What follows belongs to an exercise in optimizing a design on an open flow for a short achievable clock period and few clock cycles; a production flow would make more cautious choices.
At most, simulation tests tie the RTL to the original design; equivalence was not proved.

==> lagoon <==
==> flow/design.v (excerpt) <==
module rv_core #(
    parameter int mem_words   = 262144,
    parameter int dmem_addr_w = 18,
    parameter int imem_addr_w = 15
) (
    input  wire                            clk,
    input  wire                            rst,
    output logic [imem_addr_w-1:0]         imem_addr,
    input  wire [31:0]                     imem_data,
    output logic [dmem_addr_w-1:0]         dmem_addr,
    output logic [31:0]                    dmem_wdata,
    output logic                           dmem_we,
    input  wire [31:0]                     dmem_rdata,
    output logic                           halted,
    output logic [39:0]                    retired
);
    localparam int nbtb = 4;
    localparam logic [6:0] op_imm    = 7'b0010011;
    localparam logic [6:0] op_op     = 7'b0110011;
    localparam logic [6:0] op_lui    = 7'b0110111;
    localparam logic [6:0] op_auipc  = 7'b0010111;
    localparam logic [6:0] op_jal    = 7'b1101111;
    localparam logic [6:0] op_jalr   = 7'b1100111;
    localparam logic [6:0] op_branch = 7'b1100011;
    localparam logic [6:0] op_load   = 7'b0000011;
    localparam logic [6:0] op_store  = 7'b0100011;
    logic [31:0] pc_f;
    logic [imem_addr_w-1:0] ia_n;    
    logic        ex_valid;
  ...
clock: 6.0 ns
lec_check: 0
abc_clock_period_in_ps: 2400
cap_margin: 20
core_margin: 2
core_utilization: 40
place_density: 0.6
setup_slack_margin: 3.6
slew_margin: 20
run.sh (not shown) runs the stock make flow with config.mk's settings and CLKGATE_MAP_FILE= SYNTH_SCRIPT=/design/flow/synth_recipe.tcl, a recipe that flattens the netlist after the stock synthesis.
==> onyx: changes against lagoon <==
--- a/flow/design.v
+++ b/flow/design.v
@@ -103,12 +103,45 @@
         end
     end
     assign s    = p0 ^ {g[nl*w +: w-1], cin};
     assign cout = g[nl*w+w-1];
 endmodule
 `default_nettype wire
+`default_nettype none
+module rv_ks_add_cl #(
+    parameter int w = 32
+) (
+    input  wire [w-1:0]  a,
+    input  wire [w-1:0]  b,
+    input  wire          cin,
+    output logic [w-1:0] s,
+    output logic         cout
+);
+    localparam int nl = (w <= 2) ? 1 : (w <= 4) ? 2 : (w <= 8) ? 3 : (w <= 16) ? 4 :
+                        (w <= 32) ? 5 : 6;
+    logic [(nl+1)*w-1:0] g, p;
+    logic [w-1:0]        p0, c;
+    assign p0       = a ^ b;
+    assign g[w-1:0] = a & b;
+    assign p[w-1:0] = p0;
+    for (genvar l = 0; l < nl; l++) begin : g_lvl
+        for (genvar i = 0; i < w; i++) begin : g_bit
+            if (i >= (1 << l)) begin : g_op
+                assign g[(l+1)*w+i] = g[l*w+i] | (p[l*w+i] & g[l*w+i-(1<<l)]);
+                assign p[(l+1)*w+i] = p[l*w+i] & p[l*w+i-(1<<l)];
+            end else begin : g_pass
+                assign g[(l+1)*w+i] = g[l*w+i];
+                assign p[(l+1)*w+i] = p[l*w+i];
+            end
+        end
+    end
+    assign c = g[nl*w +: w] | (p[nl*w +: w] & {w{cin}});
+    assign s    = p0 ^ {c[w-2:0], cin};
+    assign cout = c[w-1];
+endmodule
+`default_nettype wire
 `timescale 1ns/100ps
 `default_nettype none
 module rv_core #(
     parameter int mem_words   = 262144,
     parameter int dmem_addr_w = 18,
     parameter int imem_addr_w = 15
@@ -141,13 +174,13 @@
     logic [31:0] ex_a, ex_badd, ex_b2, ex_const;
     logic [4:0]  ex_shamt;
     logic [4:0]  ex_rd;
     logic        ex_wr, ex_load, ex_store, ex_jal, ex_jalr, ex_br, ex_sub, ex_self;
     logic        ex_beq, ex_bne, ex_blt, ex_bge;
     logic        ex_sel_add, ex_sel_xor, ex_sel_and, ex_sel_sll, ex_sel_sra;
-    logic        ex_pred;
+    logic        ex_pred, ex_predv;
     logic [nbtb-1:0] ex_hit;
     logic        ex_sd_fwd;
     logic        s2_wr, s2_load;
     logic [4:0]  s2_rd;
     logic [31:0] s2_res, s2_val;
     logic [nbtb-1:0] btb_v;
@@ -159,28 +192,29 @@
     logic [nbtb-1:0] bu_hit;
     assign imem_addr = ~ia_n;
     logic [31:0] sum, tgt, ex_res, x_xor, x_and, x_sll, x_sra;
     logic        eq, lt, taken, act_taken, redirect, halt_now, jalr_self;
     logic sum_co, tgt_co, ge_s;
     logic [31:0] cmp_s;
-    rv_ks_add #(.w(32)) u_sum (.a(ex_a), .b(ex_badd), .cin(ex_sub), .s(sum), .cout(sum_co));
+    rv_ks_add_cl #(.w(32)) u_sum (.a(ex_a), .b(ex_badd), .cin(ex_sub), .s(sum), .cout(sum_co));
     rv_ks_add #(.w(32)) u_tgt (.a(ex_pc), .b(ex_imm), .cin(1'b0), .s(tgt), .cout(tgt_co));
-    rv_ks_add #(.w(32)) u_cmp (.a({~ex_a[31], ex_a[30:0]}), .b({~ex_badd[31], ex_badd[30:0]}),
+    rv_ks_add_cl #(.w(32)) u_cmp (.a({~ex_a[31], ex_a[30:0]}), .b({~ex_badd[31], ex_badd[30:0]}),
                                .cin(1'b1), .s(cmp_s), .cout(ge_s));
     assign x_xor = ex_a ^ ex_b2;
     assign x_and = ex_a & ex_b2;
     assign x_sll = ex_a << ex_shamt;
     assign x_sra = $signed(ex_a) >>> ex_shamt;
-    assign ex_res = ({32{ex_sel_add}} & sum) | ({32{ex_sel_xor}} & x_xor) |
-                    ({32{ex_sel_and}} & x_and) | ({32{ex_sel_sll}} & x_sll) |
-                    ({32{ex_sel_sra}} & x_sra) | ex_const;
+    logic [31:0] res_oth;
+    assign res_oth = ({32{ex_sel_xor}} & x_xor) | ({32{ex_sel_and}} & x_and) |
+                     ({32{ex_sel_sll}} & x_sll) | ({32{ex_sel_sra}} & x_sra) | ex_const;
+    assign ex_res  = ({32{ex_sel_add}} & sum) | res_oth;
     assign eq    = (ex_a == ex_b2);
     assign lt    = ~ge_s;
     assign taken = (ex_beq & eq) | (ex_bne & ~eq) | (ex_blt & lt) | (ex_bge & ~lt);
     assign act_taken = ex_jal | taken;
-    assign redirect  = ex_valid & (ex_jalr | (act_taken ^ ex_pred));
+    assign redirect  = ex_valid & (ex_jalr | (act_taken ^ ex_predv) | (ex_pred & ~ex_predv));
     assign jalr_self = (sum[imem_addr_w+1:2] == ex_pc[imem_addr_w+1:2]);
     assign halt_now  = ex_valid & ((act_taken & ex_self) | (ex_jalr & jalr_self));
     logic [39:0] ret_inc;
     logic        ret_co;
     rv_ks_add #(.w(40)) u_ret (.a(retired), .b(40'd1), .cin(1'b0), .s(ret_inc), .cout(ret_co));
     logic [6:0] opc;
@@ -252,40 +286,46 @@
     assign fa       = ex_fw1 & ~d_auipc;
     assign fb       = ex_fw2 & ~d_immb;
     assign fb2      = ex_fw2 & ~d_imm;
     assign a_early  = d_auipc ? pc_f : w1;
     assign b_early  = d_immb ? immv : (d_sub ? ~w2 : w2);
     assign b2_early = d_imm ? imm_i : w2;
-    logic [nbtb-1:0] hit;
-    logic            pred;
+    logic [nbtb-1:0] hit, hit_full;
+    logic            pred, predv;
     logic [31:0]     pred_pc;
     always_comb begin
         pred_pc = '0;
         for (int i = 0; i < nbtb; i++) begin
-            hit[i] = btb_v[i] & (btb_tag[i] == pc_f);
+            hit[i] = btb_v[i] & (btb_tag[i][imem_addr_w+1:2] == pc_f[imem_addr_w+1:2]);
+            hit_full[i] = (btb_tag[i][31:imem_addr_w+2] == pc_f[31:imem_addr_w+2]) &
+                          (btb_tag[i][1:0] == pc_f[1:0]);
             pred_pc = pred_pc | ({32{hit[i]}} & btb_tgt[i]);
         end
     end
-    assign pred = |hit;
-    logic        spred;
+    assign pred  = |hit;
+    assign predv = pred & ((hit & ~hit_full) == '0);
+    logic        spred, sp_co, hm_co;
+    logic [12:0] sp_lo;
+    logic [18:0] pc_hm1;
     logic [31:0] spc;
-    logic        spc_co;
-    rv_ks_add #(.w(32)) u_spc (.a(pc_f), .b(imm_bj), .cin(1'b0), .s(spc), .cout(spc_co));
-    assign spred = d_jal | (d_br & imem_data[31]);
+    rv_ks_add #(.w(13)) u_splo (.a(pc_f[12:0]), .b(imm_b[12:0]), .cin(1'b0), .s(sp_lo), .cout(sp_co));
+    rv_ks_add #(.w(19)) u_sphi (.a(pc_f[31:13]), .b('1), .cin(1'b0), .s(pc_hm1), .cout(hm_co));
+    assign spc   = {sp_co ? pc_f[31:13] : pc_hm1, sp_lo};
+    assign spred = d_br & imem_data[31] & ~f3[1];
     logic [31:0] pc_f4;
     logic        pc4_co;
     rv_ks_add #(.w(30)) u_pc4 (.a(pc_f[31:2]), .b(30'd1), .cin(1'b0), .s(pc_f4[31:2]), .cout(pc4_co));
     assign pc_f4[1:0] = pc_f[1:0];
     logic [31:0] norm, x_t, x_nt, x_nb, pc_next;
     assign norm = stall ? pc_f : (pred ? pred_pc : (spred ? spc : pc_f4));
-    assign x_t  = ex_pred ? norm : tgt;
+    assign x_t  = ex_predv ? norm : tgt;
     assign x_nt = ex_pred ? ex_pc4 : norm;
     always_comb begin
         if (ex_valid & ex_jalr)
             x_nb = {sum[31:1], 1'b0};
-        else if (ex_valid & ex_jal & ~ex_pred)
+        else if (ex_valid & ex_jal & ~ex_predv)
             x_nb = tgt;
         else if (ex_valid & ~ex_jal & ex_pred)
             x_nb = ex_pc4;
         else
             x_nb = norm;
     end
@@ -305,15 +345,16 @@
     end
     always_ff @(posedge clk) begin
         ex_pc     <= pc_f;
         ex_pc4    <= pc_f4;
         ex_imm    <= imm_bj;
         ex_self   <= self_bj;
-        ex_a      <= fa ? ex_res : a_early;
-        ex_badd   <= fb ? (d_sub ? ~ex_res : ex_res) : b_early;
-        ex_b2     <= fb2 ? ex_res : b2_early;
+        ex_a      <= (fa & ex_sel_add) ? sum : (fa ? res_oth : a_early);
+        ex_badd   <= (fb & ex_sel_add) ? (d_sub ? ~sum : sum) :
+                     (fb ? (d_sub ? ~res_oth : res_oth) : b_early);
+        ex_b2     <= (fb2 & ex_sel_add) ? sum : (fb2 ? res_oth : b2_early);
         ex_shamt  <= rs2;
         ex_rd     <= rd;
         ex_wr     <= d_wr;
         ex_load   <= d_load;
         ex_store  <= d_store;
         ex_jal    <= d_jal;
@@ -329,12 +370,13 @@
         ex_sel_xor <= (d_imm | d_op) & (f3 == 3'b100);
         ex_sel_and <= d_imm & (f3 == 3'b111);
         ex_sel_sll <= d_imm & (f3 == 3'b001);
         ex_sel_sra <= d_imm & (f3 == 3'b101);
         ex_const  <= d_lui ? imm_u : ((d_jal | d_jalr) ? pc_f4 : 32'd0);
         ex_pred   <= pred | spred;
+        ex_predv  <= predv | (~pred & spred);
         ex_hit    <= hit;
         ex_sd_fwd <= sd_fwd;
         if (ex_load | ex_store) dmem_addr <= sum[dmem_addr_w+1:2];
         if (ex_store) dmem_wdata <= ex_sd_fwd ? dmem_rdata : ex_b2;
         s2_rd   <= ex_rd;
         s2_res  <= ex_res;
@@ -359,13 +401,13 @@
             ia_n     <= ~pc_next[imem_addr_w+1:2];
             ex_valid <= fd_go;
             s2_wr    <= ex_valid & ~halted & (ex_wr | (ex_load & (ex_rd != 5'd0)));
             dmem_we  <= ex_valid & ~halted & ex_store;
             if (halt_now) halted <= 1'b1;
             if (ex_valid & ~halted) retired <= ret_inc;
-            bu_add <= ex_valid & ~halted & act_taken & ~ex_pred;
+            bu_add <= ex_valid & ~halted & act_taken & ~ex_predv;
             bu_del <= ex_valid & ~halted & ~act_taken & ex_pred;
             if (bu_add) begin
                 btb_v[btb_ptr]   <= 1'b1;
                 btb_tag[btb_ptr] <= bu_pc;
                 btb_tgt[btb_ptr] <= bu_tgt;
                 btb_ptr          <= btb_ptr + 1'b1;
Settings changed: ABC_AREA set to 1.
==> sierra: changes against lagoon <==
--- a/flow/design.v
+++ b/flow/design.v
@@ -263,23 +263,18 @@
         for (int i = 0; i < nbtb; i++) begin
             hit[i] = btb_v[i] & (btb_tag[i] == pc_f);
             pred_pc = pred_pc | ({32{hit[i]}} & btb_tgt[i]);
         end
     end
     assign pred = |hit;
-    logic        spred;
-    logic [31:0] spc;
-    logic        spc_co;
-    rv_ks_add #(.w(32)) u_spc (.a(pc_f), .b(imm_bj), .cin(1'b0), .s(spc), .cout(spc_co));
-    assign spred = d_jal | (d_br & imem_data[31]);
     logic [31:0] pc_f4;
     logic        pc4_co;
     rv_ks_add #(.w(30)) u_pc4 (.a(pc_f[31:2]), .b(30'd1), .cin(1'b0), .s(pc_f4[31:2]), .cout(pc4_co));
     assign pc_f4[1:0] = pc_f[1:0];
     logic [31:0] norm, x_t, x_nt, x_nb, pc_next;
-    assign norm = stall ? pc_f : (pred ? pred_pc : (spred ? spc : pc_f4));
+    assign norm = stall ? pc_f : (pred ? pred_pc : pc_f4);
     assign x_t  = ex_pred ? norm : tgt;
     assign x_nt = ex_pred ? ex_pc4 : norm;
     always_comb begin
         if (ex_valid & ex_jalr)
             x_nb = {sum[31:1], 1'b0};
         else if (ex_valid & ex_jal & ~ex_pred)
@@ -328,13 +323,13 @@
                       (d_op & (f3 == 3'b000) & ((f7 == 7'b0000000) | (f7 == 7'b0100000)));
         ex_sel_xor <= (d_imm | d_op) & (f3 == 3'b100);
         ex_sel_and <= d_imm & (f3 == 3'b111);
         ex_sel_sll <= d_imm & (f3 == 3'b001);
         ex_sel_sra <= d_imm & (f3 == 3'b101);
         ex_const  <= d_lui ? imm_u : ((d_jal | d_jalr) ? pc_f4 : 32'd0);
-        ex_pred   <= pred | spred;
+        ex_pred   <= pred;
         ex_hit    <= hit;
         ex_sd_fwd <= sd_fwd;
         if (ex_load | ex_store) dmem_addr <= sum[dmem_addr_w+1:2];
         if (ex_store) dmem_wdata <= ex_sd_fwd ? dmem_rdata : ex_b2;
         s2_rd   <= ex_rd;
         s2_res  <= ex_res;
@@ -355,18 +350,18 @@
             btb_v    <= '0;
             btb_ptr  <= '0;
         end else begin
             pc_f     <= pc_next;
             ia_n     <= ~pc_next[imem_addr_w+1:2];
             ex_valid <= fd_go;
-            s2_wr    <= ex_valid & ~halted & (ex_wr | (ex_load & (ex_rd != 5'd0)));
-            dmem_we  <= ex_valid & ~halted & ex_store;
+            s2_wr    <= ex_valid & (ex_wr | (ex_load & (ex_rd != 5'd0)));
+            dmem_we  <= ex_valid & ex_store;
             if (halt_now) halted <= 1'b1;
-            if (ex_valid & ~halted) retired <= ret_inc;
-            bu_add <= ex_valid & ~halted & act_taken & ~ex_pred;
-            bu_del <= ex_valid & ~halted & ~act_taken & ex_pred;
+            if (ex_valid) retired <= ret_inc;
+            bu_add <= ex_valid & act_taken & ~ex_pred;
+            bu_del <= ex_valid & ~act_taken & ex_pred;
             if (bu_add) begin
                 btb_v[btb_ptr]   <= 1'b1;
                 btb_tag[btb_ptr] <= bu_pc;
                 btb_tgt[btb_ptr] <= bu_tgt;
                 btb_ptr          <= btb_ptr + 1'b1;
             end else if (bu_del) begin
==> flow_metrics.tcl <==
set metrics [dict create \
    area_share_clock_buf_inv 0.0592 \
    run_status "no timing/DRC/antenna violations" \
    finalHoldWorstSlack_ns 0.323 \
    ys_seq_elements 1741 \
    final.period_utilization 0.712 \
    buf_share 0.124 \
    seq_share 0.436 \
    biggestRegsByFlops "g_rf.x: 992 flops, btb_tag: 126 flops, btb_tgt: 126 flops" \
    timing.clock.skew_ns 0.0846 \
    power.switching_mw 9.29 \
    synth.mux.area_fraction 0.0342 \
    num-clock-buffers 244 \
    fin_nets 8230 \
    critical_path_end "ia_n[7]" \
    syn_area_per_cell_um2 11.6 \
]
# the run above: lagoon

==> flow_metrics.tcl <==
set metrics [dict create \
    biggestRegsByFlops "g_rf.x: 992 flops, btb_tag: 128 flops, btb_tgt: 124 flops" \
    fin_nets 12000 \
    area_share_clock_buf_inv 0.0552 \
    finalHoldWorstSlack_ns 0.326 \
    ys_seq_elements 1742 \
    final.period_utilization 0.516 \
    num-clock-buffers 242 \
    buf_share 0.135 \
    run_status "no timing/DRC/antenna violations" \
    timing.clock.skew_ns 0.104 \
    critical_path_end "ia_n[0]" \
]
# the run above: onyx

==> flow_metrics.tcl <==
set metrics [dict create \
    run_status "no timing/DRC/antenna violations" \
    area_share_clock_buf_inv 0.0569 \
    biggestRegsByFlops "g_rf.x: 992 flops, btb_tag: 128 flops, btb_tgt: 124 flops" \
    fin_nets 7901 \
    critical_path_end "ex_badd[19]" \
    power.switching_mw 9.29 \
    synth.mux.area_fraction 0.0372 \
    num-clock-buffers 244 \
    buf_share 0.134 \
    ys_seq_elements 1741 \
]
# the run above: sierra

Testbench counts of onyx, summed over its fixed seeds: cycles 77,742.
No functional check of the RTL was part of lagoon and sierra.

## re-timing with driven ports
The flow's constraints put no driver on any port. The routed layouts listed below were extracted and timed again, unchanged, in two steps. Step 1: set_driving_cell puts a clkbuf_16 on clk and a buf_2 on each other input, an assumption about the parent block. Step 2 times the ports against the registers' clock, not the clock port: input delays grow and output delays shrink by t, the midpoint of the rising clock arrivals with the driver on. Three values: no drivers, after step 1, after step 2; two values: the first two.
| run | shift t [ns] | setup slack, ns | cell pins on the clock port's net |
|---|---|---|---|
| lagoon | 0.960 | 1.728 / 1.786 / 0.826 | 1 |
| onyx | 1.009 | 2.903 / 2.903 / 1.916 | 1 |
| sierra | 0.968 | 2.440 / 2.440 / 1.754 | 1 |
After both steps setup and hold are still met in every run listed. For onyx, which loses most, drivers alone change the setup slack by 0.000 ns; drivers and shift together by -0.987 ns.
